Context: an optimization exercise on an open-source flow, tuned for small area, a short achievable clock period and few clock cycles per item. The choices shown serve that exercise and are no tape-out recipe.

== main ==
==> flow/design.v <==
package dit_fft_8_pkg;
    localparam int W    = 16;    
    localparam int FRAC = 8;     
    localparam int TW   = 181;   
    localparam int IW   = 20;
    typedef logic signed [IW-1:0] work_t;
    typedef logic        [W-1:0]  sample_t;
    typedef enum logic [2:0] {IDLE, LOAD, S1, S2, S3, DONE} state_t;
    typedef enum logic [1:0] {TW_W0, TW_W1, TW_W2, TW_W3} tw_sel_t;
    function automatic logic [2:0] bit_rev(input logic [2:0] i);
        bit_rev = {i[0], i[1], i[2]};
    endfunction
    function automatic work_t sm_to_tc(input sample_t sm);
        work_t mag;
        mag = work_t'({{(IW-W+1){1'b0}}, sm[W-2:0]});
        sm_to_tc = sm[W-1] ? -mag : mag;
    endfunction
    function automatic sample_t tc_to_sm(input work_t v);
        logic [IW-1:0] mag;
        mag = v[IW-1] ? -v : v;
        if (|mag[IW-1:W-1])
            tc_to_sm = {v[IW-1], {(W-1){1'b1}}};
        else
            tc_to_sm = {v[IW-1], mag[W-2:0]};
    endfunction
endpackage
module fft_tw_prod (
    input  logic signed [17:0] b,
    output logic        [19:0] uh,
    output logic        [19:0] vh,
    output logic               c
);
    logic [27:0] t7, t5, t4, t2, t0, s1, k1, s2, k2, u, v;
    logic [8:0]  lo;
    assign t0 = 28'($signed(b));
    assign t2 = t0 << 2;
    assign t4 = t0 << 4;
    assign t5 = t0 << 5;
    assign t7 = t0 << 7;
    assign s1 = t7 ^ t5 ^ t4;
    assign k1 = ((t7 & t5) | (t7 & t4) | (t5 & t4)) << 1;
    assign s2 = s1 ^ k1 ^ t2;
    assign k2 = ((s1 & k1) | (s1 & t2) | (k1 & t2)) << 1;
    assign u  = s2 ^ k2 ^ t0;
    assign v  = ((s2 & k2) | (s2 & t0) | (k2 & t0)) << 1;
    assign lo = {1'b0, u[7:0]} + {1'b0, v[7:0]};
    assign uh = u[27:8];
    assign vh = v[27:8];
    assign c  = lo[8];
endmodule
module fft_tw_sum (
    input  logic [19:0] x,
    input  logic [19:0] y,
    input  logic [19:0] z,
    input  logic [19:0] w,
    input  logic        ca,
    input  logic        cb,
    output logic [19:0] s,
    output logic [19:0] k
);
    logic [19:0] s1, k1;
    assign s1 = x ^ y ^ z;
    assign k1 = {((x[18:0] & y[18:0]) | (x[18:0] & z[18:0]) | (y[18:0] & z[18:0])), ca};
    assign s  = s1 ^ k1 ^ w;
    assign k  = {((s1[18:0] & k1[18:0]) | (s1[18:0] & w[18:0]) | (k1[18:0] & w[18:0])), cb};
endmodule
module dit_fft_8 (
    input  logic         clk,
    input  logic         RST_N,
    input  logic         write,
    input  logic         start,
    input  logic [dit_fft_8_pkg::W-1:0] in0_r, in1_r, in2_r, in3_r, in4_r, in5_r, in6_r, in7_r,
    input  logic [dit_fft_8_pkg::W-1:0] in0_i, in1_i, in2_i, in3_i, in4_i, in5_i, in6_i, in7_i,
    output logic [dit_fft_8_pkg::W-1:0] out0_r, out1_r, out2_r, out3_r, out4_r, out5_r, out6_r, out7_r,
    output logic [dit_fft_8_pkg::W-1:0] out0_i, out1_i, out2_i, out3_i, out4_i, out5_i, out6_i, out7_i,
    output logic         ready
);
    logic                    start_q, launch, busy;
    logic [7:0][15:0]        in_r, in_i, res_r, res_i;
    logic [7:0][15:0]        yp_r, yp_i;      
    logic [7:0]              sg_r, sg_i;      
    logic [7:0]              ng_r, ng_i;      
    logic [7:0][16:0]        a_r, a_i;        
    logic [7:0][16:0]        frm_r, frm_i;    
    logic [7:0][19:0]        x_r, x_i;        
    logic [7:0][19:0]        res_tr, res_ti;  
    assign in_r = {in7_r, in6_r, in5_r, in4_r, in3_r, in2_r, in1_r, in0_r};
    assign in_i = {in7_i, in6_i, in5_i, in4_i, in3_i, in2_i, in1_i, in0_i};
    assign {out7_r, out6_r, out5_r, out4_r, out3_r, out2_r, out1_r, out0_r} = res_r;
    assign {out7_i, out6_i, out5_i, out4_i, out3_i, out2_i, out1_i, out0_i} = res_i;
    assign launch = start & ~start_q;
    always_ff @(posedge clk or posedge RST_N) begin
        if (RST_N) start_q <= 1'b0;
        else       start_q <= start;
    end
    always_comb begin
        for (int n = 0; n < 8; n++) begin
            sg_r[n] = in_r[n][15];
            sg_i[n] = in_i[n][15];
            ng_r[n] = ~in_r[n][15];
            ng_i[n] = ~in_i[n][15];
            yp_r[n] = {in_r[n][15], in_r[n][14:0] ^ {15{in_r[n][15]}}};
            yp_i[n] = {in_i[n][15], in_i[n][14:0] ^ {15{in_i[n][15]}}};
        end
    end
    for (genvar k = 0; k < 4; k++) begin : g_s1
        localparam int NA = (k == 0) ? 0 : (k == 1) ? 2 : (k == 2) ? 1 : 3;
        localparam int NB = NA + 4;
        logic signed [16:0] pa_r, pb_r, pa_i, pb_i;
        logic        [1:0]  ss_r, ss_i, sd_r, sd_i;
        assign pa_r = $signed(yp_r[NA]);
        assign pb_r = $signed(yp_r[NB]);
        assign pa_i = $signed(yp_i[NA]);
        assign pb_i = $signed(yp_i[NB]);
        assign ss_r = {1'b0, sg_r[NA]} + {1'b0, sg_r[NB]};
        assign ss_i = {1'b0, sg_i[NA]} + {1'b0, sg_i[NB]};
        assign sd_r = {1'b0, sg_r[NA]} + {1'b0, ng_r[NB]};
        assign sd_i = {1'b0, sg_i[NA]} + {1'b0, ng_i[NB]};
        assign a_r[2*k]   = pa_r + pb_r + 17'(ss_r);
        assign a_i[2*k]   = pa_i + pb_i + 17'(ss_i);
        assign a_r[2*k+1] = pa_r + ~pb_r + 17'(sd_r);
        assign a_i[2*k+1] = pa_i + ~pb_i + 17'(sd_i);
    end
    always_ff @(posedge clk or posedge RST_N) begin
        if (RST_N) begin
            frm_r <= '0;
            frm_i <= '0;
        end else if (write) begin
            frm_r <= a_r;
            frm_i <= a_i;
        end
    end
    logic signed [19:0] a0r, a0i, a2r, a2i, a4r, a4i, a6r, a6i;
    assign a0r = 20'($signed(frm_r[0]));  assign a0i = 20'($signed(frm_i[0]));
    assign a2r = 20'($signed(frm_r[2]));  assign a2i = 20'($signed(frm_i[2]));
    assign a4r = 20'($signed(frm_r[4]));  assign a4i = 20'($signed(frm_i[4]));
    assign a6r = 20'($signed(frm_r[6]));  assign a6i = 20'($signed(frm_i[6]));
    assign x_r[0] = a0r + a2r + a4r + a6r;  assign x_i[0] = a0i + a2i + a4i + a6i;
    assign x_r[4] = a0r + a2r - a4r - a6r;  assign x_i[4] = a0i + a2i - a4i - a6i;
    assign x_r[2] = a0r - a2r + a4i - a6i;  assign x_i[2] = a0i - a2i - a4r + a6r;
    assign x_r[6] = a0r - a2r - a4i + a6i;  assign x_i[6] = a0i - a2i + a4r - a6r;
    logic signed [17:0] b1r, b1i, b3r, b3i, b5r, b5i, b7r, b7i;
    assign b1r = $signed(frm_r[1]) + $signed(frm_i[3]);
    assign b1i = $signed(frm_i[1]) - $signed(frm_r[3]);
    assign b3r = $signed(frm_r[1]) - $signed(frm_i[3]);
    assign b3i = $signed(frm_i[1]) + $signed(frm_r[3]);
    assign b5r = $signed(frm_r[5]) + $signed(frm_i[7]);
    assign b5i = $signed(frm_i[5]) - $signed(frm_r[7]);
    assign b7r = $signed(frm_r[5]) - $signed(frm_i[7]);
    assign b7i = $signed(frm_i[5]) + $signed(frm_r[7]);
    logic [19:0] u5r, v5r, u5i, v5i, u7r, v7r, u7i, v7i;
    logic        c5r, c5i, c7r, c7i;
    fft_tw_prod u_p5r (.b(b5r), .uh(u5r), .vh(v5r), .c(c5r));
    fft_tw_prod u_p5i (.b(b5i), .uh(u5i), .vh(v5i), .c(c5i));
    fft_tw_prod u_p7r (.b(b7r), .uh(u7r), .vh(v7r), .c(c7r));
    fft_tw_prod u_p7i (.b(b7i), .uh(u7i), .vh(v7i), .c(c7i));
    logic [19:0] s5s, k5s, s5d, k5d, s7s, k7s, s7d, k7d;
    fft_tw_sum u_t5s (.x(u5r), .y(v5r), .z(u5i), .w(v5i), .ca(c5r), .cb(c5i), .s(s5s), .k(k5s));
    fft_tw_sum u_t5d (.x(~u5r), .y(~v5r), .z(u5i), .w(v5i), .ca(~c5r), .cb(c5i), .s(s5d), .k(k5d));
    fft_tw_sum u_t7s (.x(u7r), .y(v7r), .z(u7i), .w(v7i), .ca(c7r), .cb(c7i), .s(s7s), .k(k7s));
    fft_tw_sum u_t7d (.x(~u7r), .y(~v7r), .z(u7i), .w(v7i), .ca(~c7r), .cb(c7i), .s(s7d), .k(k7d));
    logic signed [19:0] e1r, e1i, e3r, e3i;
    assign e1r = 20'(b1r);  assign e1i = 20'(b1i);
    assign e3r = 20'(b3r);  assign e3i = 20'(b3i);
    assign x_r[1] = e1r + s5s + k5s;
    assign x_r[5] = e1r - s5s - k5s;
    assign x_i[1] = e1i + s5d + k5d + 20'd1;
    assign x_i[5] = e1i - s5d - k5d - 20'd1;
    assign x_r[3] = e3r + s7d + k7d + 20'd1;
    assign x_r[7] = e3r - s7d - k7d - 20'd1;
    assign x_i[3] = e3i - s7s - k7s;
    assign x_i[7] = e3i + s7s + k7s;
    always_ff @(posedge clk) begin
        res_tr <= x_r;
        res_ti <= x_i;
    end
    always_comb begin
        for (int i = 0; i < 8; i++) begin
            res_r[i] = dit_fft_8_pkg::tc_to_sm(res_tr[i]);
            res_i[i] = dit_fft_8_pkg::tc_to_sm(res_ti[i]);
        end
    end
    always_ff @(posedge clk or posedge RST_N) begin
        if (RST_N) begin
            busy  <= 1'b0;
            ready <= 1'b0;
        end else begin
            busy  <= launch;
            if (busy)                  ready <= 1'b1;
            else if (launch || write)  ready <= 1'b0;
        end
    end
endmodule
make LEC_CHECK=0 CAP_MARGIN=20 CORE_MARGIN=2 CORE_UTILIZATION=65 PLACE_DENSITY=0.72 SLEW_MARGIN=20 finish   # period 11.0 ns
run.sh (not shown) runs the stock make flow with config.mk's settings and CLKGATE_MAP_FILE= SYNTH_SCRIPT=/design/flow/synth_recipe.tcl, a recipe that flattens the netlist after the stock synthesis.
main: no failed stages, no open violations at the end
Edits applied to the flow inputs when going from main to the feature branch:
- putting ABC_AREA at 1 where nothing was set
Results
Delta (the feature branch minus main): total via count in the routed design rose by 8152; routability-driven placement congestion ratio rose by about 4%. | wire length after detailed routing | the feature branch vs main | worse |. Delta (the feature branch minus main): wire length on met3 rose about 20%; setup slack went up 980 ps; part of the cycle the worst path needs fell 8.9 points. NOTE: share of post-route cells with drive strength above 1 in the feature branch falls short of that of main. The final layout from the feature branch, which completed every stage, passed the timing, DRC and antenna checks at the end of the flow. The feature branch: clock period minus worst slack 980 ps below main.
Function was not checked in any run of this note: the RTL went through the layout flow alone.

-- re-timing with driven ports --
Ports are ideal in the flow. The routed layouts listed here were re-timed in OpenROAD.
Step 1: set_driving_cell puts a clkbuf_16 on clk and a buf_2 on each other input, an assumption about the parent block.
Step 2 also shifts input and output timing later by t, the mid clock arrival at the registers, as if the neighbouring blocks saw the same clock.
Slacks: ideal ports / drivers / drivers and shift; pairs: ideal ports / drivers.
run	t (ns)	slack for setup (ns)	worst setup path at the end	latest minus earliest clock arrival (ns)	pins driven straight from the clock port
main	0.769	2.059 / 2.059 / 2.059	register to register	0.034 / 0.034	1
the feature branch	0.773	3.038 / 3.038 / 3.038	register to register	0.035 / 0.034	1
After both steps every run listed still meets setup and hold.
